This is an optimization exercise on Yosys and OpenROAD, whose aim is small area, a short achievable clock period and few clock cycles per item, not a production implementation. At most, simulation tests tie the RTL to the original design; equivalence was not proved. For runs 5 and 6, only the layout was checked, not whether the RTL still works.

File: flow/run.sh
#!/bin/bash
# synth_recipe.tcl (not shown) runs the flow's synth.tcl, then flattens the netlist and writes it again
# the make line also repeats each setting of config.mk as NAME=value (left out here)
make -C /OpenROAD-flow-scripts/flow DESIGN_CONFIG=/design/flow/config.mk WORK_HOME=/design/flow/orfs CLKGATE_MAP_FILE= SYNTH_SCRIPT=/design/flow/synth_recipe.tcl finish
File: flow/config.mk
export PLATFORM = sky130hd
export DESIGN_NAME = lcg_ranged_random_with_checksum
export DESIGN_NICKNAME = lcg_ranged_random_with_checksum
export VERILOG_FILES = /design/flow/design.v
export SDC_FILE = /design/flow/constraint.sdc
export NUM_CORES = 4
export LEC_CHECK = 0
export ABC_CLOCK_PERIOD_IN_PS = 4500
export CAP_MARGIN = 20
export CORE_MARGIN = 2
export CORE_UTILIZATION = 40
export SETUP_SLACK_MARGIN = 2.5
export SLEW_MARGIN = 20
File: flow/constraint.sdc
create_clock -name core_clock -period 7.5 [get_ports {clock}]
set_input_delay 1.5000 -clock core_clock [delete_from_list [all_inputs] [get_ports {clock}]]
set_output_delay 1.5000 -clock core_clock [all_outputs]
set_load 0.01 [all_outputs]
File: flow/design.v
`default_nettype none
package lcg_rr_pkg;
   localparam int WORD_W  = 32;
   localparam int GEN_W   = 31;
   localparam int RAW_W   = 15;
   localparam int RAW_LSB = 16;
   localparam int STEPS   = 2;
   localparam int DIV_W   = RAW_W + STEPS - 1;
   localparam int NRM_N   = (STEPS == 1) ? 4 : (STEPS <= 3) ? 3 : 2;
   localparam int CNT_W   = NRM_N + 1;
   localparam logic [GEN_W-1:0] LCG_ADD = 31'd2531011;
endpackage
`default_nettype wire
`default_nettype none
import lcg_rr_pkg::*;
module lcg_ranged_random_with_checksum (
   input  wire logic              clock,
   input  wire logic              reset,
   input  wire logic              req_valid,
   output      logic              req_ready,
   input  wire logic              req_opcode,
   input  wire logic [WORD_W-1:0] req_seed_value,
   input  wire logic [WORD_W-1:0] req_lower_limit,
   input  wire logic [WORD_W-1:0] req_upper_limit,
   output      logic              rsp_valid,
   input  wire logic              rsp_ready,
   output      logic [WORD_W-1:0] rsp_value,
   output      logic [WORD_W-1:0] rsp_checksum,
   output      logic              rsp_span_error
);
   localparam int HI_W = WORD_W - RAW_W;
   logic              busy_ff;
   logic [GEN_W-1:0]  gen_ff;
   logic [WORD_W-1:0] chk_ff;
   logic [WORD_W-1:0] lower_ff;
   logic [RAW_W-1:0]  rem_ff;
   logic [DIV_W-1:0]  div_ff;
   logic [CNT_W-1:0]  cnt_ff;
   logic              zero_ff;
   logic              done, take, accept, draw;
   logic [GEN_W-1:0]  gen_next;
   logic [RAW_W-1:0]  d;
   logic              borrow;
   logic [HI_W-1:0]   up_hi, lo_hi, hi_x, lo_pre;
   logic              eq_lo, eq_hi, inc_hi;
   logic              span_zero, span_small;
   logic [DIV_W-1:0]  div_init;
   logic [NRM_N-1:0]  nrm_m;
   logic [RAW_W-1:0]  rem_step;
   logic [DIV_W:0]    diff;
   logic [DIV_W-1:0]  dj;
   logic [WORD_W-1:0] value;
   assign done      = busy_ff && (cnt_ff == '0);
   assign take      = done && rsp_ready;
   assign req_ready = !busy_ff || take;
   assign accept    = req_valid && req_ready;
   assign draw      = !req_opcode;
   assign gen_next  = gen_ff + (gen_ff << 10) + (gen_ff << 14) + (gen_ff << 18)
                      - (gen_ff << 2) - (gen_ff << 16) + LCG_ADD;
   assign {borrow, d} = {1'b0, req_upper_limit[RAW_W-1:0]} - {1'b0, req_lower_limit[RAW_W-1:0]};
   assign up_hi = req_upper_limit[WORD_W-1:RAW_W];
   assign lo_hi = req_lower_limit[WORD_W-1:RAW_W];
   assign hi_x  = up_hi ^ lo_hi;
   always_comb begin
      lo_pre[0] = 1'b1;
      for (int i = 1; i < HI_W; i++) lo_pre[i] = lo_pre[i-1] & lo_hi[i-1];
   end
   assign eq_lo      = (req_upper_limit[RAW_W-1:0] == req_lower_limit[RAW_W-1:0]);
   assign eq_hi      = (hi_x == '0);
   assign inc_hi     = (hi_x == lo_pre);
   assign span_zero  = eq_lo && eq_hi;
   assign span_small = borrow ? inc_hi : (eq_hi && !eq_lo);
   always_comb begin
      div_init = DIV_W'(d) << (STEPS - 1);
      for (int b = NRM_N - 1; b >= 0; b--) begin
         if ((div_init & ({DIV_W{1'b1}} << (DIV_W - (STEPS << b)))) == '0) begin
            div_init = div_init << (STEPS << b);
            nrm_m[b] = 1'b1;
         end else begin
            nrm_m[b] = 1'b0;
         end
      end
   end
   always_comb begin
      rem_step = rem_ff;
      for (int j = 0; j < STEPS; j++) begin
         dj   = div_ff >> j;
         diff = {{(DIV_W+1-RAW_W){1'b0}}, rem_step} - {1'b0, dj};
         if (!diff[DIV_W]) rem_step = diff[RAW_W-1:0];
      end
   end
   assign value          = lower_ff + {{HI_W{1'b0}}, rem_ff};
   assign rsp_valid      = done;
   assign rsp_value      = value;
   assign rsp_checksum   = chk_ff ^ (zero_ff ? '0 : value);
   assign rsp_span_error = zero_ff;
   always_ff @(posedge clock) begin
      if (reset) begin
         busy_ff <= 1'b0;
         gen_ff  <= '0;
         chk_ff  <= '0;
      end else begin
         if (accept) begin
            busy_ff <= 1'b1;
         end else if (take) begin
            busy_ff <= 1'b0;
         end
         if (accept) begin
            gen_ff <= draw ? gen_next : req_seed_value[GEN_W-1:0];
         end
         if (accept && !draw) begin
            chk_ff <= '0;
         end else if (take) begin
            chk_ff <= rsp_checksum;
         end
      end
   end
   always_ff @(posedge clock) begin
      if (accept) begin
         lower_ff <= draw ? req_lower_limit : '0;
         rem_ff   <= (draw && !span_zero) ? gen_next[RAW_LSB +: RAW_W] : '0;
         zero_ff  <= draw && span_zero;
         cnt_ff   <= (draw && span_small) ? CNT_W'(nrm_m) + 1'b1 : '0;
         div_ff   <= div_init;
      end else if (busy_ff && cnt_ff != '0) begin
         rem_ff   <= rem_step;
         div_ff   <= div_ff >> STEPS;
         cnt_ff   <= cnt_ff - 1'b1;
      end
   end
endmodule
`default_nettype wire
==> impl_metrics.py, run 1 <==
metrics = {
    "setup_path": {
        "crit_path_start_kind": "flop",
        "worstSetupPathType": "reg -> reg",
        "rr_worst_depth": 25,
        "cp_max_fo": 7,
        "cp.arrival_ns": 5.23,
        "cpPeakStageDelay_ns": 0.38,
        "crit_required_ns": 7.70,
        "rr_endpoint": "rem_ff[7]$_DFFE_PP_",
        "rrSetupSlack_ns": 2.47,
        "end_kind": "flop",
        "rr_startpoint": "rem_ff[0]$_DFFE_PP_",
        "slowest_stage": "a311oi_4",
    },
    "hold_path": {
        "hp-start": "chk_ff[27]$_SDFFE_PP0P_",
        "min_path_cells": 2,
        "hold_path_class": "reg -> reg",
        "hold_end": "chk_ff[27]$_SDFFE_PP0P_",
    },
    "synthesis": {
        "synth_compound_gate_area_share_pct": 16.6,
        "synth_xor_area_share_pct": 11.2,
        "yosys.area_share.adder_pct": 23.1,
        "yosysWarnings": 1,
        "syn_area_per_cell_um2": 8.73,
        "synth_largest_area_cell": "edfxtp_1",
        "synth_top_flop_cell": "edfxtp_1",
        "yosysUniqueCellTypes": 82,
        "yosysSeqAreaShare_pct": 23.8,
        "synthMuxAreaShare_pct": 2.33,
        "synth_edf_count": 68,
        "synth_top_family_by_area": "adder cells",
        "synth_fp_nets": 1914,
        "synth_area_leaders": "edfxtp_1 15%, ha_1 13%, fa_1 9.6%, dfxtp_1 9.2%, xnor2_1 7.0%",
        "syn_area_um2": 13900,
        "ys_ff_latch": 132,
        "synthCells": 1596,
        "synthSimpleGateAreaFrac_pct": 16.9,
        "synth_top_area_share_pct": 14.6,
        "synthArstFlopShare_pct": 0,
    },
    "route": {
        "drtIter0Drc": 843,
        "drt-wirelength-per-cell_um": 18.8,
        "drc_errors": 0,
        "via_count": 12600,
        "firstDrtPassIters": 5,
        "finalWirelength_um": 43300,
        "antenna_left": 0,
        "vias_per_cell": 5.47,
    },
    "cells_and_area": {
        "area_growth_pct": 29.7,
        "nNetsFinal": 2152,
        "stdcell_area_um2": 18100,
        "drive_gt1_share_pct": 16.5,
        "final_cells": 2303,
    },
    "sta": {
        "grt_setup_unrepaired": "true",
        "max_freq_mhz": 199,
        "drv_slew": 0,
        "setup_tns_ns": 0,
        "whs_ns": 0.501,
        "fin_crit_sh_pct": 67.1,
        "maxSlewHeadroom_pct": 28.7,
        "post-route-min-period_ns": 5.03,
        "finalHoldViolCount": 0,
        "finalSetupViolCount": 0,
        "setup_ws_ns": 2.47,
        "worstMarginPinSlew_ns": 1.07,
        "finClkSkew_ns": 0.0127,
    },
    "global_routing": {
        "grt_max_degree": 76,
        "grt_pass1_wl_um": 66400,
        "grt_pass1_vias": 12200,
        "grt.overflow.total": 0,
        "grt.total_usage_pct": 23.6,
        "antenna_found_initial": 2,
    },
    "cts": {
        "hold_buffers": 0,
        "cts_root_buffer": "clkbuf_16",
        "h-tree-depth": 4,
        "clkLatencyLatePin_ns": 0.44,
        "cts_buffer_depth": 2,
        "numCtsBuffers": 17,
        "clk_pin_slew_worst_paths_ns": 0.07,
        "cts_tree": "done",
        "clock_sinks": 132,
    },
    "placed_design": {
        "portBuffers": 166,
        "place_congestion": 0.906,
        "dpl-instance-area_um2": 16100,
        "place_ws_ns": 1.50,
        "place_inst": 2181,
        "place_hpwl_um": 32300,
    },
    "die": {
        "coreArea_um2": 34500,
        "fp-row-count": 68,
        "dieHeight_um": 191,
        "die_x_um": 191,
        "ios": 168,
        "dieArea_um2": 36400,
        "start_util_pct": 40.5,
    },
    "outcome": {
        "status": "complete, no violations",
    },
    "flow_run": {
        "maxCapViolations": 0,
    },
}
[cell usage after synthesis (5+ instances only)]
| cell type | count |
|---|---|
| a21oi_1 | 84 |
| or3_1 | 13 |
| dfxtp_1 | 64 |
| xnor2_1 | 111 |
| nor2b_1 | 23 |
| and2_1 | 11 |
| buf_1 | 8 |
| clkbuf_1 | 35 |
| o21ai_0 | 63 |
| inv_1 | 175 |
| a21o_1 | 20 |
| a221oi_1 | 6 |
| o21a_1 | 20 |
| nor4_1 | 9 |
| nor3_1 | 29 |
| xor2_1 | 67 |
| nand2_1 | 96 |
| o211ai_1 | 15 |
| o22ai_1 | 10 |
| edfxtp_1 | 68 |
| ha_1 | 150 |
| fa_1 | 67 |
| o21bai_1 | 10 |
| nand4_1 | 24 |
| a31oi_1 | 13 |
| o221ai_1 | 8 |
| nand3_1 | 40 |
| and3_1 | 16 |
| nor2_1 | 144 |
| nand3b_1 | 9 |
| a211oi_1 | 28 |
| mux2_2 | 12 |
| a31o_2 | 5 |
| nand2b_1 | 40 |
| mux2i_1 | 19 |
[worst max-delay path: cells and delay by family, from the launching register on]
kind / cells / cell delay [ns]
flops: 1 / 0.37
simple gates: 4 / 0.37
mux: 1 / 0.24
buf+inv: 6 / 0.63
fa+ha+maj: 3 / 0.65
compound gates: 11 / 2.52
[cell usage in the layout, fill, tap and decap left out, types with 18 or more instances in the layout]
master           instances
a211oi_1                26
a21o_1                  20
a21oi_1                 74
buf_4                   88
clkbuf_16               20
clkdlybuf4s50_1        124
dfxtp_1                 55
dlymetal6s2s_1          20
edfxtp_1                68
fa_1                    64
ha_1                   136
inv_1                  168
mux2i_1                 18
nand2_1                 95
nand2b_1                39
nand3_1                 37
nand4_1                 24
nor2_1                 138
nor2b_1                 22
nor3_1                  28
o21a_1                  20
o21ai_0                 48
xnor2_1                 89
xnor2_2                 22
xor2_1                  62
[cells by family (layout without fill, tap and decap cells)]
kind of cell / after synthesis / after routing
AOI/OAI and AO/OA: 339 / 339
xor gates and xnor gates: 178 / 178
adders and majority gates: 217 / 217
buffers and inverters: 223 / 473
DFF: 132 / 132
muxes: 31 / 31
other: 0 / 1
and+or+nand+nor: 476 / 477
[cell type report]
| cell class | instances | area (um^2) |
|---|---|---|
| timing repair buffer | 264 | 2410 |
| fill | 3183 | 16400 |
| multi-input combinational | 1242 | 10500 |
| clock buffer | 21 | 514 |
| tap | 455 | 569 |
| sequential | 132 | 3350 |
| inverter | 177 | 673 |
| antenna | 1 | 2.50 |
| clock inverter | 11 | 95.1 |
[registers in the layout (all words and copies together) (netlist names)]
register  cells
busy_ff       1
chk_ff       32
zero_ff       1
rem_ff       15
gen_ff       31
div_ff       16
cnt_ff        4
lower_ff     32
[worst max-delay path by stage]
stage / startpoint / endpoint / slack (ns) / cells past startpoint
2_1_floorplan: gen_ff[1]$_SDFFE_PP0P_ / rem_ff[10]$_DFFE_PP_ / 2.56 / 18
3_3_place_gp: req_upper_limit[0] / cnt_ff[2]$_DFFE_PP_ / 1.48 / 17
3_5_place_dp: req_upper_limit[0] / cnt_ff[2]$_DFFE_PP_ / 1.50 / 17
4_1_cts: rem_ff[0]$_DFFE_PP_ / rem_ff[6]$_DFFE_PP_ / 2.42 / 25
5_1_grt: rem_ff[0]$_DFFE_PP_ / rem_ff[6]$_DFFE_PP_ / 2.23 / 25
6_report: rem_ff[0]$_DFFE_PP_ / rem_ff[7]$_DFFE_PP_ / 2.47 / 25
[stage by stage]
stage,utilization (%)
2_1_floorplan,-
3_3_place_gp,46.6
3_5_place_dp,46.6
4_1_cts,50.1
5_1_grt,52.5
6_report,52.5
[what timing repair did]
action,CTS,global route
setup buffers,37,50
gates resized for setup,100,141
pin swaps,33,71
cloned,1,1
endpoints found under the setup margin,80,72
[layer usage]
metal	track usage, %	routed length, um	vias up
li1	-	-	6086
met1	33.0	20100	6150
met2	38.7	20600	313
met3	2.30	1740	56
met4	6.35	849	0
met5	0	0	-
Testbench counts, summed over its fixed seeds: cycles 8,196, items 3,200.
==> inputs of run 2 (changes only) <==
--- a/flow/config.mk
+++ b/flow/config.mk
@@ -7,3 +7,3 @@
 export LEC_CHECK = 0
-export ABC_CLOCK_PERIOD_IN_PS = 4500
+export ABC_CLOCK_PERIOD_IN_PS = 4000
 export CAP_MARGIN = 20
@@ -11,3 +11,3 @@
 export CORE_UTILIZATION = 40
-export SETUP_SLACK_MARGIN = 2.5
+export SETUP_SLACK_MARGIN = 3.0
 export SLEW_MARGIN = 20
==> run 2 against run 1 <==
- worst hold slack better by 0.0050 ns
- synthesized cell count stayed put
- critical path type is now reg -> out
- largest cell class unchanged
- non-clock buffer count is 72 higher
- global-route usage up 0.91 points
- via count grew 3.3%
- critical endpoint is now rsp_checksum[25]
- clock skew is essentially flat
==> impl_metrics.py, run 2 <==
metrics = {
    "outcome": {
        "status": "complete, no violations",
    },
    "setup_path": {
        "cp_max_fo": 16,
        "cp_num_buf_inv": 2,
        "end_kind": "output pin",
        "rrSetupSlack_ns": 2.70,
        "crit_family": "simple AND/OR/NAND/NOR gates",
        "crit_required_ns": 6.00,
        "slowest_stage": "nor2_2",
        "cpPeakStageDelay_ns": 0.75,
        "worstSetupPathType": "reg -> out",
        "cp.arrival_ns": 3.42,
        "crit_path_start_kind": "flop",
        "rr_worst_depth": 20,
        "rr_endpoint": "rem_ff[14]$_DFFE_PP_",
        "path_cells": "ha_1 -> nor3_1 -> nor2_2 -> nand4_1 -> xnor2_2 -> buf_4 -> nand2b_1 -> xnor2_1 -> buf_2",
        "rr_startpoint": "gen_ff[1]$_SDFFE_PP0P_",
    },
    "route": {
        "via_count": 13000,
        "vias_per_cell": 5.48,
        "firstDrtPassIters": 5,
        "drc_errors": 0,
        "antenna_left": 0,
        "finalWirelength_um": 45600,
        "drtIter0Drc": 863,
        "drt-wirelength-per-cell_um": 19.2,
    },
    "die": {
        "die_x_um": 191,
        "fp-row-count": 68,
        "start_util_pct": 40.5,
        "coreArea_um2": 34500,
        "ios": 168,
        "dieArea_um2": 36400,
        "dieHeight_um": 191,
    },
    "sta": {
        "drv_slew": 0,
        "finClkSkew_ns": 0.0130,
        "finalSetupViolCount": 0,
        "setup_tns_ns": 0,
        "post-route-min-period_ns": 4.92,
        "finalHoldViolCount": 0,
        "max_freq_mhz": 203,
        "fin_crit_sh_pct": 65.6,
        "setup_ws_ns": 2.58,
        "grt_setup_unrepaired": "true",
        "whs_ns": 0.506,
        "maxSlewHeadroom_pct": 35.6,
        "worstMarginPinSlew_ns": 0.965,
    },
    "cts": {
        "h-tree-depth": 4,
        "cts_root_buffer": "clkbuf_16",
        "numCtsBuffers": 17,
        "clk_pin_slew_worst_paths_ns": 0.07,
        "hold_buffers": 0,
        "clkLatencyLatePin_ns": 0.44,
        "clock_sinks": 132,
        "cts_buffer_depth": 2,
        "cts_tree": "done",
    },
    "placed_design": {
        "place_hpwl_um": 32500,
        "portBuffers": 166,
        "place_congestion": 0.895,
        "dpl-instance-area_um2": 16300,
        "place_ws_ns": 1.41,
        "place_inst": 2182,
    },
    "synthesis": {
        "synth_commonest_cells": "175 x inv_1, 150 x ha_1, 144 x nor2_1",
        "yosysSeqAreaShare_pct": 23.8,
        "synth_edf_count": 68,
        "ys_ff_latch": 132,
        "synthArstFlopShare_pct": 0,
        "syn_area_per_cell_um2": 8.73,
        "synth_area_leaders": "edfxtp_1 15%, ha_1 13%, fa_1 9.6%, dfxtp_1 9.2%, xnor2_1 7.0%",
        "synthCells": 1596,
        "syn_area_um2": 13900,
        "synth_top_flop_cell": "edfxtp_1",
        "synth_largest_area_cell": "edfxtp_1",
        "yosysWarnings": 1,
        "synth_top_area_share_pct": 14.6,
        "synth_fp_nets": 1914,
        "yosysUniqueCellTypes": 82,
        "yosysMostFrequentCell": "inv_1",
    },
    "cells_and_area": {
        "stdcell_area_um2": 19600,
        "final_common_cell": "inv_1",
        "area_growth_pct": 40.5,
        "n_fill_cell": 3012,
        "final_cell_mix": "155 x inv_1, 137 x buf_4, 136 x nor2_1",
        "final_cells": 2377,
        "drive_gt1_share_pct": 27.7,
        "register_area_um2": 3370,
        "reg_top3": "chk_ff (32), lower_ff (32), gen_ff (31)",
        "nNetsFinal": 2223,
        "multi_input_area_um2": 11400,
    },
    "hold_path": {
        "hold_end": "chk_ff[28]$_SDFFE_PP0P_",
        "min_path_cells": 2,
        "hp-start": "chk_ff[28]$_SDFFE_PP0P_",
        "hold_path_class": "reg -> reg",
    },
    "global_routing": {
        "grt_pass1_wl_um": 69100,
        "grt.overflow.total": 0,
        "grt.total_usage_pct": 24.5,
        "grt_pass1_vias": 12500,
        "grt_max_degree": 69,
        "antenna_found_initial": 3,
    },
    "flow_run": {
        "maxCapViolations": 0,
    },
}
-- run 2: cells by family (layout without fill, tap and decap cells) --
family | count (synthesis) | in the layout | share of synthesized area [%]
mux | 31 | 31 | 2.33
xor+xnor | 178 | 178 | 11.2
fa+ha+maj | 217 | 217 | 23.1
compound gates | 339 | 339 | 16.6
flops | 132 | 132 | 23.8
buf+inv | 223 | 545 | 6.13
other cells | 0 | 4 | 0
simple gates | 476 | 476 | 16.9
-- run 2: what timing repair did --
item	CTS	global route
gates cloned	0	1
setup endpoints to repair	98	95
pin swaps	104	111
setup buffers	100	57
gates resized for setup	319	212
-- run 2: layout make-up --
type,instances,area share [%]
Multi-Input combinational cell,1241,58.0
Timing Repair Buffer,336,15.1
Clock inverter,15,0.920
Inverter,177,3.60
Sequential cell,132,17.2
Clock buffer,17,2.17
Antenna cell,4,0.0511
Tap cell,455,2.91
-- run 2: worst max-delay path by stage --
stage / startpoint / end / slack, ns / depth (start not counted)
floorplan: rem_ff[0]$_DFFE_PP_ / rem_ff[2]$_DFFE_PP_ / 2.83 / 23
global placement: req_upper_limit[0] / cnt_ff[2]$_DFFE_PP_ / 1.44 / 17
detailed placement: req_upper_limit[0] / cnt_ff[2]$_DFFE_PP_ / 1.41 / 17
CTS: rem_ff[2]$_DFFE_PP_ / rsp_checksum[28] / 2.66 / 13
global route: rem_ff[13]$_DFFE_PP_ / rsp_checksum[25] / 2.49 / 9
finish: rem_ff[13]$_DFFE_PP_ / rsp_checksum[25] / 2.58 / 9
-- run 2: metal layers --
metal / track usage (%) / vias up / part of all wire, % / wire (um)
met5: 0 / - / 0 / 0
met4: 6.86 / 0 / 2.3 / 1040
met3: 2.54 / 62 / 4.6 / 2100
met2: 40.6 / 376 / 48 / 21900
met1: 33.8 / 6367 / 45 / 20600
li1: - / 6211 / - / -
-- run 2: metrics by stage --
stage,utilization (%)
6_report,56.9
5_1_grt,56.8
4_1_cts,53.2
3_5_place_dp,47.2
3_3_place_gp,47.2
2_1_floorplan,-
-- run 2: worst reg2reg max path, cell delays in order (launching register included) --
cell      delay, ns
dfxtp_4        0.37
inv_6          0.05
fa_1           0.52
inv_1          0.05
fa_1           0.49
inv_2          0.04
fa_1           0.49
inv_2          0.05
ha_4           0.23
ha_4           0.23
a21o_1         0.17
a221o_1        0.32
a31o_2         0.25
a21o_1         0.19
o21ai_2        0.18
buf_4          0.14
nand3_4        0.08
nor2_2         0.13
o221ai_2       0.14
xnor2_2        0.27
o22ai_1        0.12
==> inputs of run 3 (changes only) <==
--- a/flow/config.mk
+++ b/flow/config.mk
@@ -11,3 +11,3 @@
 export CORE_UTILIZATION = 40
-export SETUP_SLACK_MARGIN = 3.0
+export SETUP_SLACK_MARGIN = 3.5
 export SLEW_MARGIN = 20
==> run 3 against run 2 <==
- utilization up 1.8 points
- clock skew up 0.0034 ns
- maximum frequency up 1.0%
- area after synthesis unchanged
- cell area up 3.1%
- via count up 1.7%
- wire length up 1.0%
- critical endpoint is now rsp_checksum[29]
==> impl_metrics.py, run 3 <==
metrics = {
    "cts": {
        "cts_root_buffer": "clkbuf_16",
        "clkLatencyLatePin_ns": 0.45,
        "numCtsBuffers": 17,
        "cts_buffer_depth": 2,
        "h-tree-depth": 4,
        "cts_tree": "done",
        "hold_buffers": 0,
        "clock_sinks": 132,
        "clk_pin_slew_worst_paths_ns": 0.07,
    },
    "outcome": {
        "status": "complete, no violations",
    },
    "sta": {
        "setup_tns_ns": 0,
        "post-route-min-period_ns": 4.87,
        "max_freq_mhz": 205,
        "finClkSkew_ns": 0.0163,
        "maxSlewHeadroom_pct": 44.5,
        "grt_setup_unrepaired": "true",
        "drv_slew": 0,
        "worstMarginPinSlew_ns": 0.832,
        "finalSetupViolCount": 0,
        "finalHoldViolCount": 0,
        "whs_ns": 0.499,
        "fin_crit_sh_pct": 64.9,
    },
    "setup_path": {
        "cp_max_fo": 4,
        "rr_worst_depth": 21,
        "crit_path_start_kind": "flop",
        "end_kind": "output pin",
        "worstSetupPathType": "reg -> out",
        "cp.arrival_ns": 3.37,
        "crit_start": "rem_ff[7]$_DFFE_PP_",
        "rr_endpoint": "rem_ff[2]$_DFFE_PP_",
        "rrSetupSlack_ns": 2.71,
        "crit_required_ns": 6.00,
        "rr_startpoint": "rem_ff[0]$_DFFE_PP_",
    },
    "synthesis": {
        "synthArstFlopShare_pct": 0,
        "yosysSeqAreaShare_pct": 23.8,
        "syn_area_um2": 13900,
        "synth_top_flop_cell": "edfxtp_1",
        "yosysMostFrequentCell": "inv_1",
        "yosysUniqueCellTypes": 82,
        "synth_fp_nets": 1914,
        "syn_area_per_cell_um2": 8.73,
        "synth_area_leaders": "edfxtp_1 15%, ha_1 13%, fa_1 9.6%, dfxtp_1 9.2%, xnor2_1 7.0%",
        "yosysWarnings": 1,
        "synth_edf_count": 68,
        "synth_largest_area_cell": "edfxtp_1",
        "ys_ff_latch": 132,
        "synth_top_area_share_pct": 14.6,
        "synth_commonest_cells": "175 x inv_1, 150 x ha_1, 144 x nor2_1",
        "synthCells": 1596,
    },
    "cells_and_area": {
        "final_cell_mix": "162 x buf_4, 148 x inv_1, 129 x nor2_1",
        "drive_gt1_share_pct": 32.4,
        "area_growth_pct": 44.9,
        "final_common_cell": "buf_4",
        "nNetsFinal": 2259,
        "reg_top3": "chk_ff (32), lower_ff (32), gen_ff (31)",
    },
    "global_routing": {
        "grt.overflow.total": 0,
        "antenna_found_initial": 2,
        "grt.total_usage_pct": 25.1,
        "grt_max_degree": 70,
        "grt_pass1_wl_um": 70900,
        "grt_pass1_vias": 13000,
    },
    "placed_design": {
        "portBuffers": 166,
        "place_congestion": 0.908,
        "place_hpwl_um": 32800,
    },
    "hold_path": {
        "hold_end": "chk_ff[14]$_SDFFE_PP0P_",
        "min_path_cells": 2,
        "hold_path_class": "reg -> reg",
        "hp-start": "chk_ff[14]$_SDFFE_PP0P_",
    },
    "die": {
        "dieHeight_um": 191,
        "ios": 168,
        "die_x_um": 191,
        "start_util_pct": 40.5,
        "coreArea_um2": 34500,
        "dieArea_um2": 36400,
        "fp-row-count": 68,
    },
    "route": {
        "via_count": 13200,
        "drtIter0Drc": 840,
        "finalWirelength_um": 46100,
        "drt-wirelength-per-cell_um": 19.1,
        "drc_errors": 0,
        "vias_per_cell": 5.49,
        "firstDrtPassIters": 6,
        "antenna_left": 0,
    },
    "flow_run": {
        "maxCapViolations": 0,
    },
}
[run 3: cell counts after synthesis]
Identical to the previous run, type by type.
[run 3: kinds of logic after synthesis]
family | after synthesis | synth area share (%)
XOR/XNOR | 178 | 11.2
buffers and inverters | 223 | 6.13
flip-flops | 132 | 23.8
AND/OR/NAND/NOR | 476 | 16.9
multiplexers | 31 | 2.33
AO/OA/AOI/OAI | 339 | 16.6
adder cells (fa/ha/maj) | 217 | 23.1
[run 3: layout make-up]
cell class,instances,area [um^2]
diodes,2,5.00
clock buffers,22,498
clock inverters,10,81.3
fillers,2959,14300
inverters,177,711
multi-input cells,1241,11700
flip-flops and latches,132,3380
well taps,455,569
repair buffers,372,3220
[run 3: routing by layer]
metal	GRT usage (%)	vias to the layer above	share of wire (%)
li1	-	6277	-
met1	34.3	6526	46
met2	41.5	366	48
met3	2.94	72	4.4
met4	7.27	0	2.3
met5	0	-	0
[run 3: worst max-delay path by stage]
| stage | cells after the start | to | slack, ns |
|---|---|---|---|
| 4_1_cts | 12 | rsp_checksum[28] | 2.61 |
| 2_1_floorplan | 23 | rem_ff[2]$_DFFE_PP_ | 2.83 |
| 3_3_place_gp | 17 | cnt_ff[2]$_DFFE_PP_ | 1.48 |
| 5_1_grt | 15 | rsp_checksum[28] | 2.48 |
| 3_5_place_dp | 17 | cnt_ff[2]$_DFFE_PP_ | 1.40 |
| 6_report | 13 | rsp_checksum[29] | 2.63 |
[run 3: timing repair]
item | 4_1_cts | 5_1_grt
buffers inserted | 141 | 52
gates cloned | 2 | 0
endpoints found under the setup margin | 197 | 107
gates resized for setup | 519 | 134
pin swaps | 139 | 94
[run 3: worst max-delay path, cell delays in order, from the launching register on]
cell,delay (ns)
edfxtp_1,0.46
ha_4,0.35
o21a_1,0.14
nor2_1,0.07
o21ai_2,0.21
nand4_1,0.16
o211ai_1,0.29
buf_4,0.20
buf_6,0.11
nand4_1,0.16
xnor2_2,0.34
nand2b_1,0.14
xnor2_2,0.15
buf_2,0.14
[run 3: through the flow]
step	instances	area (um^2)	worst slack, ns	util [%]
global placement	2181	16500	1.48	47.8
floorplan	1596	14400	2.83	-
detailed placement	2181	16500	1.40	47.8
global route	2411	20200	2.48	58.6
CTS	2356	19200	2.61	55.7
finish	2411	20200	2.63	58.6
==> inputs of run 4 (changes only) <==
--- a/flow/config.mk
+++ b/flow/config.mk
@@ -7,3 +7,2 @@
 export LEC_CHECK = 0
-export ABC_CLOCK_PERIOD_IN_PS = 4000
 export CAP_MARGIN = 20
@@ -11,3 +10,2 @@
 export CORE_UTILIZATION = 40
-export SETUP_SLACK_MARGIN = 3.5
 export SLEW_MARGIN = 20
==> run 4 against run 3 <==
- register-to-register slack got worse by 1.2 ns
- non-clock buffer count decreased by 195
- area after synthesis unchanged
- sequential share of layout area increased by 3.2 points
- clock-buffer cell count decreased by 5
- maximum frequency decreased by 18%
- flip-flop and latch count unchanged
- highest routed layer is now met5
- wire length decreased by 13%
- utilization decreased by 10 points
==> impl_metrics.py, run 4 <==
metrics = {
    "setup_path": {
        "path_cells": "inv_1 -> ha_1 -> inv_1 -> fa_1 -> a21oi_1 -> o21bai_1 -> nand2_1 -> a211oi_1 -> o21ai_0 -> a311oi_2 -> buf_4 -> mux2i_1 -> inv_1 -> ha_1 -> nor2b_1 -> o21a_1 -> o21ai_0 -> a21oi_1 -> nor3_1 -> o31ai_1 -> a31o_2 -> nor2_1 -> and2_1 -> a221o_1",
        "end_kind": "flop",
        "cp.arrival_ns": 6.27,
        "cpMostUsedCell": "inv_1",
        "cpPeakStageDelay_ns": 0.58,
        "slowest_stage": "nor2_1",
        "worstSetupPathType": "reg -> reg",
        "crit_path_start_kind": "flop",
        "crit_required_ns": 7.80,
        "cp_max_fo": 17,
    },
    "global_routing": {
        "grt.overflow.total": 0,
        "antenna_found_initial": 2,
        "grt_max_degree": 63,
        "grt.total_usage_pct": 22.1,
        "grt_pass1_wl_um": 62300,
        "grt_pass1_vias": 11400,
    },
    "route": {
        "drtIter0Drc": 926,
        "finalWirelength_um": 39900,
        "drc_errors": 0,
        "firstDrtPassIters": 5,
        "drt-wirelength-per-cell_um": 18.0,
        "antenna_left": 0,
        "vias_per_cell": 5.38,
        "via_count": 11900,
    },
    "cts": {
        "cts_setup_buffers": 0,
        "cts_tree": "done",
        "numCtsBuffers": 17,
        "hold_buffers": 0,
        "cts_buffer_depth": 2,
        "h-tree-depth": 4,
        "clock_sinks": 132,
        "post_cts_resized": 0,
        "cts_root_buffer": "clkbuf_16",
        "clk_pin_slew_worst_paths_ns": 0.07,
        "clkLatencyLatePin_ns": 0.44,
    },
    "synthesis": {
        "synth_largest_area_cell": "edfxtp_1",
        "synth_fp_nets": 1914,
        "yosysSeqAreaShare_pct": 23.8,
        "synthCells": 1596,
        "synthArstFlopShare_pct": 0,
        "syn_area_per_cell_um2": 8.73,
        "synth_area_leaders": "edfxtp_1 15%, ha_1 13%, fa_1 9.6%, dfxtp_1 9.2%, xnor2_1 7.0%",
        "synth_commonest_cells": "175 x inv_1, 150 x ha_1, 144 x nor2_1",
        "yosysUniqueCellTypes": 82,
        "synth_edf_count": 68,
        "synth_top_area_share_pct": 14.6,
        "ys_ff_latch": 132,
        "yosysWarnings": 1,
        "syn_area_um2": 13900,
        "synth_top_flop_cell": "edfxtp_1",
        "yosysMostFrequentCell": "inv_1",
    },
    "sta": {
        "whs_ns": 0.500,
        "grt_setup_unrepaired": "false",
        "maxSlewHeadroom_pct": 31.9,
        "finalHoldViolCount": 0,
        "fin_crit_sh_pct": 79.6,
        "finClkSkew_ns": 0.0167,
        "drv_slew": 0,
        "max_freq_mhz": 168,
        "finalSetupViolCount": 0,
        "post-route-min-period_ns": 5.97,
        "setup_tns_ns": 0,
        "worstMarginPinSlew_ns": 1.02,
    },
    "cells_and_area": {
        "reg_top3": "chk_ff (32), lower_ff (32), gen_ff (31)",
        "area_growth_pct": 19.6,
        "nNetsFinal": 2064,
        "n_fill_cell": 3308,
        "final_cell_mix": "175 x inv_1, 165 x clkdlybuf4s50_1, 150 x ha_1",
        "register_area_um2": 3320,
        "final_core_util_pct": 48.4,
        "final_common_cell": "inv_1",
        "final_cells": 2215,
        "drive_gt1_share_pct": 4.95,
        "multi_input_area_um2": 9760,
    },
    "die": {
        "start_util_pct": 40.5,
        "fp-row-count": 68,
        "die_x_um": 191,
        "dieArea_um2": 36400,
        "ios": 168,
        "coreArea_um2": 34500,
        "dieHeight_um": 191,
    },
    "hold_path": {
        "hold_path_class": "reg -> reg",
    },
    "flow_run": {
        "maxCapViolations": 0,
    },
    "placed_design": {
        "place_inst": 2182,
        "portBuffers": 166,
        "place_congestion": 0.915,
        "place_hpwl_um": 32100,
    },
    "outcome": {
        "status": "complete, no violations",
    },
}
## run 4: cell type report
cell class	instances	area share (%)
Clock buffer	17	2.55
Multi-Input combinational cell	1241	58.6
Sequential cell	132	19.9
Timing Repair Buffer	177	10.4
Clock inverter	15	1.07
Inverter	177	4.00
Antenna cell	1	0.0150
Tap cell	455	3.42
## run 4: logic make-up (layout without fill, tap and decap cells)
logic type	count (synthesis)	in the layout	share of synthesized area [%]
buf+inv	223	386	6.13
fa+ha+maj	217	217	23.1
mux	31	31	2.33
compound gates	339	339	16.6
simple gates	476	476	16.9
flops	132	132	23.8
xor+xnor	178	178	11.2
other cells	0	1	0
## run 4: worst max-delay path, delay by kind of cell, from the launching register on
family	cells	cell delay [ns]
AO/OA/AOI/OAI	11	2.53
adder cells (fa/ha/maj)	3	0.69
buffers and inverters	4	0.50
flip-flops	1	0.40
multiplexers	1	0.32
AND/OR/NAND/NOR	5	1.38
## run 4: worst paths after layout
kind / start / cells past startpoint / slack [ns] / to
max: rem_ff[0]$_DFFE_PP_ / 24 / 1.53 / rem_ff[11]$_DFFE_PP_
min: chk_ff[28]$_SDFFE_PP0P_ / 2 / 0.50 / chk_ff[28]$_SDFFE_PP0P_
max reg2reg: rem_ff[0]$_DFFE_PP_ / 24 / 1.53 / rem_ff[11]$_DFFE_PP_
min reg2reg: chk_ff[28]$_SDFFE_PP0P_ / 2 / 0.50 / chk_ff[28]$_SDFFE_PP0P_
## run 4: per-layer routing
layer / routed length [um] / up-vias / global-route usage [%]
met5: 9 / - / 0
met2: 18400 / 271 / 35.8
met1: 19100 / 5698 / 31.1
met3: 1770 / 41 / 2.85
li1: - / 5894 / -
met4: 659 / 2 / 5.52
## run 4: per-stage QoR
step	instance area [um^2]	worst slack [ns]
finish	16700	1.53
floorplan	13900	2.24
detailed placement	16100	1.51
CTS	16700	1.53
global placement	16100	1.57
global route	16700	1.17
==> inputs of run 5 (changes only) <==
--- a/flow/design.v
+++ b/flow/design.v
@@ -49,4 +49,7 @@
    logic [RAW_W-1:0]  rem_step;
-   logic [DIV_W:0]    diff;
+   logic [RAW_W-1:0]  diff;
+   logic              dborrow;
    logic [DIV_W-1:0]  dj;
+   logic [RAW_W-1:0]  sum_lo;
+   logic              sum_c;
    logic [WORD_W-1:0] value;
@@ -86,8 +89,9 @@
       for (int j = 0; j < STEPS; j++) begin
-         dj   = div_ff >> j;
-         diff = {{(DIV_W+1-RAW_W){1'b0}}, rem_step} - {1'b0, dj};
-         if (!diff[DIV_W]) rem_step = diff[RAW_W-1:0];
+         dj = div_ff >> j;
+         {dborrow, diff} = {1'b0, rem_step} - {1'b0, dj[RAW_W-1:0]};
+         if (!dborrow && ((dj >> RAW_W) == '0)) rem_step = diff;
       end
    end
-   assign value          = lower_ff + {{HI_W{1'b0}}, rem_ff};
+   assign {sum_c, sum_lo} = {1'b0, lower_ff[RAW_W-1:0]} + {1'b0, rem_ff};
+   assign value          = {lower_ff[WORD_W-1:RAW_W] + HI_W'(sum_c), sum_lo};
    assign rsp_valid      = done;
--- a/flow/config.mk
+++ b/flow/config.mk
@@ -7,2 +7,3 @@
 export LEC_CHECK = 0
+export ABC_AREA = 1
 export CAP_MARGIN = 20
@@ -10,2 +11,3 @@
 export CORE_UTILIZATION = 40
+export SETUP_SLACK_MARGIN = 2.5
 export SLEW_MARGIN = 20
==> run 5 against run 4 <==
- global-route usage is 0.88 points higher
- die area is 0.25% higher
- final cell count is 16% higher
- via count is 9.0% higher
- worst setup slack better by 0.084 ns
- critical endpoint is now rsp_checksum[30]
- still clean on timing, DRC and antenna
- maximum frequency is 1.4% higher
- critical path type is now reg -> out
==> impl_metrics.py, run 5 <==
metrics = {
    "cells_and_area": {
        "n_fill_cell": 3297,
        "drive_gt1_share_pct": 12.6,
        "reg_top3": "chk_ff (32), lower_ff (32), gen_ff (31)",
        "final_cells": 2569,
        "final_cell_mix": "433 x nand2_1, 323 x inv_1, 144 x ha_1",
        "nNetsFinal": 2420,
        "stdcell_area_um2": 17600,
        "final_core_util_pct": 51.0,
        "area_growth_pct": 25.8,
        "final_common_cell": "nand2_1",
    },
    "global_routing": {
        "grt_max_degree": 68,
        "grt.overflow.total": 0,
        "grt_pass1_vias": 12300,
        "grt_pass1_wl_um": 64900,
        "antenna_found_initial": 2,
        "grt.total_usage_pct": 23.0,
    },
    "setup_path": {
        "cpPeakStageDelay_ns": 0.44,
        "crit_path_start_kind": "flop",
        "cp.arrival_ns": 4.39,
        "crit_required_ns": 6.00,
        "slowest_stage": "edfxtp_1",
        "worstSetupPathType": "reg -> out",
        "end_kind": "output pin",
        "rr_worst_depth": 21,
        "cp_max_fo": 3,
    },
    "hold_path": {
        "hold_path_class": "reg -> reg",
        "min_path_cells": 2,
    },
    "die": {
        "fp-row-count": 68,
        "coreArea_um2": 34500,
        "dieHeight_um": 191,
        "dieArea_um2": 36500,
        "die_x_um": 191,
        "start_util_pct": 40.6,
        "ios": 168,
    },
    "placed_design": {
        "place_ws_ns": 1.42,
        "place_congestion": 0.934,
        "place_hpwl_um": 33100,
        "dpl-instance-area_um2": 16200,
        "portBuffers": 166,
        "place_inst": 2466,
    },
    "cts": {
        "clkLatencyLatePin_ns": 0.44,
        "clock_sinks": 132,
        "numCtsBuffers": 17,
        "cts_root_buffer": "clkbuf_16",
        "clk_pin_slew_worst_paths_ns": 0.06,
        "cts_buffer_depth": 2,
        "h-tree-depth": 4,
        "cts_tree": "done",
    },
    "flow_run": {
        "maxCapViolations": 0,
    },
    "synthesis": {
        "syn_area_per_cell_um2": 7.46,
        "synth_fp_nets": 2194,
        "synth_largest_area_cell": "edfxtp_1",
        "synth_area_leaders": "edfxtp_1 15%, ha_1 14%, nand2_1 12%, fa_1 9.6%, dfxtp_1 9.2%",
        "synth_commonest_cells": "442 x nand2_1, 328 x inv_1, 152 x ha_1",
        "yosysWarnings": 1,
        "syn_area_um2": 14000,
        "synth_edf_count": 68,
        "synth_top_flop_cell": "edfxtp_1",
        "yosysMostFrequentCell": "nand2_1",
        "yosysSeqAreaShare_pct": 23.8,
        "ys_ff_latch": 132,
        "synth_top_area_share_pct": 14.6,
        "synthCells": 1874,
        "yosysUniqueCellTypes": 52,
        "synthArstFlopShare_pct": 0,
    },
    "route": {
        "drc_errors": 0,
        "firstDrtPassIters": 5,
        "drtIter0Drc": 698,
        "antenna_left": 0,
        "via_count": 13000,
        "drt-wirelength-per-cell_um": 16.3,
        "finalWirelength_um": 41900,
        "vias_per_cell": 5.05,
    },
    "sta": {
        "worstMarginPinSlew_ns": 0.903,
        "setup_ws_ns": 1.61,
        "post-route-min-period_ns": 5.89,
        "setup_tns_ns": 0,
        "max_freq_mhz": 170,
        "finalHoldViolCount": 0,
        "fin_crit_sh_pct": 78.5,
        "maxSlewHeadroom_pct": 39.6,
        "finalSetupViolCount": 0,
        "drv_slew": 0,
        "grt_setup_unrepaired": "true",
        "finClkSkew_ns": 0.0118,
    },
    "outcome": {
        "status": "complete, no violations",
    },
}
==> run 5: path summary, 6_finish.rpt <==
path                            from                 endpoint  slack, ns
max              rem_ff[5]$_DFFE_PP_         rsp_checksum[30]       1.61
min          chk_ff[17]$_SDFFE_PP0P_  chk_ff[17]$_SDFFE_PP0P_       0.47
max reg2reg   gen_ff[5]$_SDFFE_PP0P_     rem_ff[14]$_DFFE_PP_       2.73
min reg2reg  chk_ff[17]$_SDFFE_PP0P_  chk_ff[17]$_SDFFE_PP0P_       0.47
==> run 5: area by class of cell <==
class | instances | area, um^2 | area share (%)
clock buffers | 20 | 447 | 2.54
clock inverters | 12 | 155 | 0.882
inverters | 337 | 1270 | 7.24
well taps | 455 | 569 | 3.24
diodes | 1 | 2.50 | 0.0142
multi-input cells | 1368 | 9660 | 55.0
flip-flops and latches | 132 | 3330 | 18.9
repair inverters | 1 | 7.51 | 0.0427
repair buffers | 243 | 2140 | 12.2
==> run 5: stage by stage <==
stage               hold slack [ns]
finish                        0.474
CTS                           0.475
floorplan                     0.447
global route                  0.505
detailed placement            0.465
global placement              0.458
==> run 5: per-layer routing <==
layer	global-route usage, %	part of all wire [%]	vias to the layer above
met2	36.7	46	303
met5	0	0.026	-
met3	3.73	5.4	56
li1	-	-	6476
met1	31.7	46	6144
met4	7.30	2.3	2
==> run 5: worst max-delay path: cells and delay by family (launching register included) <==
| family | cells | cell delay, ns |
|---|---|---|
| buf+inv | 3 | 0.30 |
| compound gates | 5 | 0.68 |
| flops | 1 | 0.44 |
| fa+ha+maj | 2 | 0.55 |
| xor+xnor | 1 | 0.19 |
| simple gates | 16 | 1.76 |
==> run 5: kinds of logic (layout without fill, tap and decap cells) <==
kind of cell / after synthesis / after routing / share of synthesized area, %
compound gates: 302 / 302 / 12.2
xor+xnor: 137 / 137 / 8.59
fa+ha+maj: 219 / 219 / 23.2
buf+inv: 374 / 613 / 10.2
flops: 132 / 132 / 23.8
other cells: 0 / 1 / 0
simple gates: 710 / 710 / 22.0
==> run 5: what timing repair did <==
item | in CTS | in global routing
cloned | 1 | 0
setup buffers | 37 | 32
hold buffers | 0 | 0
setup endpoints to repair | 49 | 58
pin swaps | 37 | 48
resized for setup | 123 | 85
==> inputs of run 6 (changes only) <==
==> flow/flow/run.sh (new file) <==
#!/bin/bash
# Standard layout, with the port buffers drawn from the smallest buffer cell.
set -euo pipefail
export BUFFER_PORTS_ARGS="-buffer_cell sky130_fd_sc_hd__buf_1"
bash standard.sh > standard_flow.log 2>&1
==> flow/standard.sh (new file) <==
#!/bin/bash
# synth_recipe.tcl (not shown) runs the flow's synth.tcl, then flattens the netlist and writes it again
# the make line also repeats each setting of config.mk as NAME=value (left out here)
make -C /OpenROAD-flow-scripts/flow DESIGN_CONFIG=/design/flow/config.mk WORK_HOME=/design/flow/orfs CLKGATE_MAP_FILE= SYNTH_SCRIPT=/design/flow/synth_recipe.tcl "${@:-finish}"
removed: flow/run.sh
==> run 6 against run 5 <==
- still clean
- die area unchanged
- area after synthesis unchanged
- worst hold slack better by 0.0018 ns
- global-route usage down 0.92 points
- flip-flop and latch count unchanged
- register-to-register slack about the same
- highest routed layer is now met4
==> impl_metrics.py, run 6 <==
metrics = {
    "synthesis": {
        "synth_top_flop_cell": "edfxtp_1",
        "yosysUniqueCellTypes": 52,
        "yosysMostFrequentCell": "nand2_1",
        "synth_area_leaders": "edfxtp_1 15%, ha_1 14%, nand2_1 12%, fa_1 9.6%, dfxtp_1 9.2%",
        "synth_edf_count": 68,
        "syn_area_per_cell_um2": 7.46,
        "synth_top_area_share_pct": 14.6,
        "synthArstFlopShare_pct": 0,
        "synth_commonest_cells": "442 x nand2_1, 328 x inv_1, 152 x ha_1",
        "yosysWarnings": 1,
        "synth_fp_nets": 2194,
        "yosysSeqAreaShare_pct": 23.8,
        "syn_area_um2": 14000,
        "synth_largest_area_cell": "edfxtp_1",
        "ys_ff_latch": 132,
        "synthCells": 1874,
    },
    "die": {
        "die_x_um": 191,
        "ios": 168,
        "start_util_pct": 40.6,
        "coreArea_um2": 34500,
        "dieHeight_um": 191,
        "fp-row-count": 68,
        "dieArea_um2": 36500,
    },
    "cts": {
        "h-tree-depth": 4,
        "cts_root_buffer": "clkbuf_16",
        "clk_pin_slew_worst_paths_ns": 0.07,
        "clock_sinks": 132,
        "clkLatencyLatePin_ns": 0.44,
        "numCtsBuffers": 17,
        "cts_tree": "done",
        "cts_buffer_depth": 2,
    },
    "setup_path": {
        "rr_worst_depth": 21,
        "cp.arrival_ns": 4.68,
        "cp_num_buf_inv": 4,
        "rrSetupSlack_ns": 2.72,
        "crit_required_ns": 6.00,
        "slowest_stage": "edfxtp_1",
        "worstSetupPathType": "reg -> out",
        "cp_max_fo": 2,
        "crit_family": "simple AND/OR/NAND/NOR gates",
        "rr_endpoint": "rem_ff[14]$_DFFE_PP_",
        "crit_start": "rem_ff[5]$_DFFE_PP_",
        "cp_num_cells": 26,
        "endpoint": "rsp_checksum[30]",
        "end_kind": "output pin",
        "cpMostUsedCell": "nand2_2",
        "crit_path_start_kind": "flop",
        "rr_startpoint": "gen_ff[1]$_SDFFE_PP0P_",
        "cpPeakStageDelay_ns": 0.46,
    },
    "cells_and_area": {
        "drive_gt1_share_pct": 12.9,
        "n_fill_cell": 3383,
        "reg_top3": "chk_ff (32), lower_ff (32), gen_ff (31)",
        "nNetsFinal": 2427,
        "diodes": 0,
        "area_growth_pct": 19.9,
        "final_common_cell": "nand2_1",
        "stdcell_area_um2": 16800,
        "final_cell_mix": "431 x nand2_1, 324 x inv_1, 144 x ha_1",
    },
    "sta": {
        "maxSlewHeadroom_pct": 29.2,
        "post-route-min-period_ns": 6.18,
        "drv_slew": 0,
        "setup_tns_ns": 0,
        "finalSetupViolCount": 0,
        "grt_setup_unrepaired": "true",
        "worstMarginPinSlew_ns": 1.06,
        "max_freq_mhz": 162,
        "finalHoldViolCount": 0,
        "fin_crit_sh_pct": 82.4,
        "finClkSkew_ns": 0.0140,
        "setup_ws_ns": 1.32,
    },
    "route": {
        "drtIter0Drc": 814,
        "drt-wirelength-per-cell_um": 16.1,
        "vias_per_cell": 5.09,
        "finalWirelength_um": 41400,
        "antenna_left": 0,
        "firstDrtPassIters": 5,
        "via_count": 13100,
        "drc_errors": 0,
    },
    "placed_design": {
        "place_hpwl_um": 32000,
        "place_congestion": 0.925,
        "dpl-instance-area_um2": 15100,
        "place_ws_ns": 1.86,
        "portBuffers": 166,
    },
    "global_routing": {
        "grt_pass1_wl_um": 62700,
        "grt.overflow.total": 0,
        "grt_pass1_vias": 12200,
        "grt_max_degree": 52,
        "antenna_found_initial": 0,
        "grt.total_usage_pct": 22.1,
    },
    "flow_run": {
        "maxCapViolations": 0,
    },
    "outcome": {
        "status": "complete, no violations",
    },
    "hold_path": {
        "hold_path_class": "reg -> reg",
    },
}
==> run 6: cell count changes in the layout (fill, tap and decap cells not counted), sizes merged, moves of 3 or more <==
cell           before  now
buf               101  245
bufinv              3    0
clkbuf             22   25
clkdlybuf4s50     134    0
dlygate4sd2         5    0
inv               336  341
==> run 6: through the flow <==
stage | cells | hold slack [ns] | util [%]
floorplan | 1874 | 0.447 | -
global placement | 2466 | 0.459 | 43.9
detailed placement | 2466 | 0.465 | 43.9
CTS | 2542 | 0.476 | 47.1
global route | 2575 | 0.485 | 48.6
finish | 2575 | 0.475 | 48.6
==> run 6: layer usage <==
| metal | up-vias | track usage [%] | share of wire (%) |
|---|---|---|---|
| li1 | 6500 | - | - |
| met1 | 6198 | 30.1 | 45 |
| met2 | 354 | 36.9 | 48 |
| met3 | 61 | 2.35 | 4.8 |
| met4 | 0 | 6.53 | 2.1 |
| met5 | - | 0 | 0 |
==> run 6: worst min-delay path by stage <==
| stage | startpoint | endpoint | slack, ns | depth (start not counted) |
|---|---|---|---|---|
| after floorplan | chk_ff[18]$_SDFFE_PP0P_ | chk_ff[18]$_SDFFE_PP0P_ | 0.45 | 2 |
| final | chk_ff[19]$_SDFFE_PP0P_ | chk_ff[19]$_SDFFE_PP0P_ | 0.48 | 2 |
| after CTS | chk_ff[19]$_SDFFE_PP0P_ | chk_ff[19]$_SDFFE_PP0P_ | 0.48 | 2 |
| after detailed placement | chk_ff[19]$_SDFFE_PP0P_ | chk_ff[19]$_SDFFE_PP0P_ | 0.47 | 2 |
| after global placement | chk_ff[18]$_SDFFE_PP0P_ | chk_ff[18]$_SDFFE_PP0P_ | 0.46 | 2 |
| after global routing | chk_ff[1]$_SDFFE_PP0P_ | chk_ff[1]$_SDFFE_PP0P_ | 0.49 | 2 |
==> run 6: final cells by class <==
class                   count  area, um^2  share of cell area (%)
clock inverters            12         106                   0.635
inverters                 337        1280                    7.62
flip-flops and latches    132        3330                    19.9
clock buffers              20         478                    2.85
multi-input cells        1368        9640                    57.5
well taps                 455         569                    3.40
repair inverters            1        7.51                  0.0448
repair buffers            250        1350                    8.04
==> run 6: logic make-up after synthesis <==
family	Yosys count	synth area share, %
flip-flops	132	23.8
buffers and inverters	374	10.2
adder cells (fa/ha/maj)	219	23.2
AO/OA/AOI/OAI	302	12.2
XOR/XNOR	137	8.59
AND/OR/NAND/NOR	710	22.0
==> run 6: worst register-to-register path, cell delays in order, from the launching register on <==
cell,delay [ns]
dfxtp_2,0.41
inv_1,0.16
fa_1,0.56
inv_1,0.05
fa_1,0.47
inv_1,0.05
fa_1,0.54
inv_1,0.04
ha_1,0.28
ha_1,0.37
a21oi_2,0.21
o21ai_0,0.09
o21bai_1,0.20
a21oi_1,0.26
o21ai_2,0.12
nand2_1,0.07
nand2_1,0.09
nand2_1,0.10
nand2_1,0.06
xor2_1,0.14
nand2_1,0.15
o21ai_1,0.08
==> run 6: what timing repair did <==
action,4_1_cts,5_1_grt
hold buffers,0,0
resized for setup,50,77
setup endpoints to repair,44,53
gates cloned,1,0
pin swaps,16,37
setup buffers,43,33
==> inputs of run 7 (changes only) <==
--- a/flow/design.v
+++ b/flow/design.v
@@ -54,2 +54,3 @@
    logic              sum_c;
+   logic [HI_W-1:0]   lower_hi1;
    logic [WORD_W-1:0] value;
@@ -95,3 +96,4 @@
    assign {sum_c, sum_lo} = {1'b0, lower_ff[RAW_W-1:0]} + {1'b0, rem_ff};
-   assign value          = {lower_ff[WORD_W-1:RAW_W] + HI_W'(sum_c), sum_lo};
+   assign lower_hi1      = lower_ff[WORD_W-1:RAW_W] + 1'b1;
+   assign value          = {sum_c ? lower_hi1 : lower_ff[WORD_W-1:RAW_W], sum_lo};
    assign rsp_valid      = done;
--- a/flow/config.mk
+++ b/flow/config.mk
@@ -11,3 +11,3 @@
 export CORE_UTILIZATION = 40
-export SETUP_SLACK_MARGIN = 2.5
+export SETUP_SLACK_MARGIN = 2.0
 export SLEW_MARGIN = 20
==> run 7 against run 6 <==
- global-route usage shrank 0.14 points
- flip-flop and latch count is the same
- worst hold slack gained 0.0061 ns
- area after synthesis grew 1.1%
- worst setup slack gained 0.73 ns
- cell area shrank 5.2%
- maximum frequency grew 13%
- first-iteration DRC count shrank 5.2%
==> impl_metrics.py, run 7 <==
metrics = {
    "synthesis": {
        "synth_edf_count": 68,
        "ys_ff_latch": 132,
        "synthArstFlopShare_pct": 0,
        "yosysSeqAreaShare_pct": 23.5,
        "yosysWarnings": 1,
        "syn_area_per_cell_um2": 7.32,
        "synth_commonest_cells": "469 x nand2_1, 335 x inv_1, 151 x ha_1",
        "synth_top_family_by_area": "adder cells",
        "synth_area_leaders": "edfxtp_1 14%, ha_1 13%, nand2_1 12%, fa_1 9.5%, dfxtp_1 9.1%",
        "synth_compound_gate_area_share_pct": 12.2,
        "syn_area_um2": 14100,
        "synth_largest_area_cell": "edfxtp_1",
        "synthSimpleGateAreaFrac_pct": 22.5,
        "synthMuxAreaShare_pct": 0.0797,
        "synth_fp_nets": 2250,
        "synth_xor_area_share_pct": 8.43,
        "yosys.area_share.adder_pct": 22.9,
        "synthCells": 1931,
        "yosysUniqueCellTypes": 46,
        "synth_top_flop_cell": "edfxtp_1",
        "synth_top_area_share_pct": 14.5,
        "yosysMostFrequentCell": "nand2_1",
    },
    "cts": {
        "hold_buffers": 0,
        "cts_tree": "done",
        "cts_buffer_depth": 2,
        "numCtsBuffers": 17,
        "clkLatencyLatePin_ns": 0.44,
        "cts_root_buffer": "clkbuf_16",
        "clock_sinks": 132,
        "h-tree-depth": 4,
        "clk_pin_slew_worst_paths_ns": 0.07,
    },
    "route": {
        "vias_per_cell": 5.06,
        "via_count": 12900,
        "drt-wirelength-per-cell_um": 15.8,
        "drc_errors": 0,
        "finalWirelength_um": 40200,
        "firstDrtPassIters": 5,
        "antenna_left": 0,
        "drtIter0Drc": 772,
    },
    "setup_path": {
        "crit_required_ns": 7.66,
        "cp.arrival_ns": 5.60,
        "rr_worst_depth": 14,
        "cp_max_fo": 5,
        "crit_path_start_kind": "flop",
        "worstSetupPathType": "reg -> reg",
        "end_kind": "flop",
    },
    "cells_and_area": {
        "register_area_um2": 3320,
        "drive_gt1_share_pct": 4.34,
        "multi_input_area_um2": 9360,
        "stdcell_area_um2": 15900,
        "final_core_util_pct": 45.9,
        "final_common_cell": "nand2_1",
        "nNetsFinal": 2402,
        "final_cell_mix": "468 x nand2_1, 333 x inv_1, 165 x buf_1",
        "n_fill_cell": 3586,
        "final_cells": 2552,
        "reg_top3": "chk_ff (32), lower_ff (32), gen_ff (31)",
        "area_growth_pct": 12.4,
    },
    "placed_design": {
        "place_hpwl_um": 32500,
        "dpl-instance-area_um2": 15200,
        "portBuffers": 166,
        "place_congestion": 0.893,
        "place_inst": 2516,
    },
    "sta": {
        "post-route-min-period_ns": 5.44,
        "drv_slew": 0,
        "fin_crit_sh_pct": 72.6,
        "max_freq_mhz": 184,
        "grt_setup_unrepaired": "true",
        "finalHoldViolCount": 0,
        "worstMarginPinSlew_ns": 0.997,
        "finalSetupViolCount": 0,
        "setup_tns_ns": 0,
        "maxSlewHeadroom_pct": 33.5,
        "finClkSkew_ns": 0.0109,
    },
    "hold_path": {
        "hold_path_class": "reg -> reg",
        "min_path_cells": 2,
    },
    "die": {
        "coreArea_um2": 34600,
        "start_util_pct": 40.8,
        "fp-row-count": 68,
        "die_x_um": 192,
        "dieHeight_um": 192,
        "ios": 168,
        "dieArea_um2": 36800,
    },
    "outcome": {
        "status": "complete, no violations",
    },
    "flow_run": {
        "maxCapViolations": 0,
    },
    "global_routing": {
        "grt_pass1_vias": 12000,
        "antenna_found_initial": 0,
        "grt_pass1_wl_um": 62300,
        "grt.total_usage_pct": 21.9,
        "grt_max_degree": 67,
        "grt.overflow.total": 0,
    },
}
[run 7: kinds of logic (layout without fill, tap and decap cells)]
family          count (synthesis)  count (layout)
mux                             1               1
fa+ha+maj                     218             218
buf+inv                       386             551
compound gates                301             301
flops                         132             132
xor+xnor                      136             136
other cells                     0               1
simple gates                  757             757
[run 7: worst paths after layout]
| check | from | endpoint | slack (ns) |
|---|---|---|---|
| worst min register to register | chk_ff[2]$_SDFFE_PP0P_ | chk_ff[2]$_SDFFE_PP0P_ | 0.48 |
| worst max register to register | gen_ff[8]$_SDFFE_PP0P_ | rem_ff[14]$_DFFE_PP_ | 2.06 |
| worst max-delay path | gen_ff[8]$_SDFFE_PP0P_ | rem_ff[14]$_DFFE_PP_ | 2.06 |
| worst min-delay path | chk_ff[2]$_SDFFE_PP0P_ | chk_ff[2]$_SDFFE_PP0P_ | 0.48 |
[run 7: area by class of cell]
class | instances | share of cell area [%]
Tap cell | 455 | 3.58
Sequential cell | 132 | 20.9
Timing Repair Buffer | 174 | 4.31
Multi-Input combinational cell | 1413 | 58.9
Antenna cell | 1 | 0.0158
Clock buffer | 18 | 2.70
Clock inverter | 14 | 1.34
Timing Repair inverter | 2 | 0.0788
Inverter | 343 | 8.15
[run 7: what timing repair did]
action | 4_1_cts | 5_1_grt
pin swaps | 0 | 0
gates cloned | 1 | 1
resized for setup | 2 | 5
setup endpoints to repair | 2 | 14
setup buffers | 0 | 1
[run 7: worst max-delay path: stages (launching register included)]
cell     delay, ns
dfxtp_1       0.61
inv_1         0.19
fa_1          0.51
inv_1         0.05
fa_1          0.46
fa_1          0.59
fa_1          0.44
ha_1          0.40
nand2_1       0.14
nor4_1        0.50
nand4_1       0.21
nand3_1       0.21
a21oi_1       0.10
o21ai_0       0.60
o21ai_0       0.15
[run 7: per-layer routing]
metal	up-vias	part of all wire, %	track usage, %
met5	-	0	0
met4	0	2.4	7.01
met3	46	5.6	3.34
met2	306	44	34.4
met1	6037	48	30.9
li1	6513	-	-
[run 7: metrics by stage]
step / hold WS, ns / setup slack (ns)
final: 0.482 / 2.06
after global placement: 0.460 / 2.01
after CTS: 0.479 / 2.03
after floorplan: 0.454 / 3.17
after detailed placement: 0.469 / 1.93
after global routing: 0.496 / 1.88
Testbench counts of run 7, summed over its fixed seeds: cycles 8,196, items 3,200.

## what the ideal ports hide
The results above use ideal ports. As a check the final layouts listed here were re-extracted and re-timed, cells and wires unchanged. Step 1 sets driving cells, clkbuf_16 on the clock port and buf_2 on the other inputs (assumed; they add their load-dependent delay and slew). Step 2 adds t to the input delays and takes it off the output delays; t is the mean of the earliest and latest rising clock arrival at the registers after step 1. Input paths then give back, and output paths get back, about the clock's delay inside the block. a / b / c = ideal ports / drivers / drivers and shift; a / b = the first two.
run | t, ns | slack for setup (ns) | latest minus earliest clock arrival (ns) | worst register clock-pin slew, ns | worst data-port slew with drivers (ns)
run 1 | 0.488 | 2.470 / 2.447 / 2.159 | 0.013 / 0.013 | 0.07 / 0.07 | 0.07
run 2 | 0.485 | 2.580 / 2.529 / 2.573 | 0.013 / 0.013 | 0.07 / 0.07 | 0.09
run 3 | 0.488 | 2.631 / 2.580 / 2.633 | 0.016 / 0.016 | 0.07 / 0.07 | 0.09
run 4 | 0.484 | 1.530 / 1.497 / 1.429 | 0.017 / 0.017 | 0.08 / 0.08 | 0.08
run 5 | 0.486 | 1.614 / 1.564 / 2.051 | 0.013 / 0.013 | 0.07 / 0.07 | 0.08
run 6 | 0.481 | 1.322 / 1.271 / 1.752 | 0.014 / 0.014 | 0.07 / 0.07 | 0.06
run 7 | 0.482 | 2.055 / 2.055 / 2.055 | 0.011 / 0.012 | 0.07 / 0.07 | 0.06
After both steps setup and hold are still met in every run listed. For run 1, which loses most, drivers alone change the setup slack by -0.023 ns; drivers and shift together by -0.311 ns.
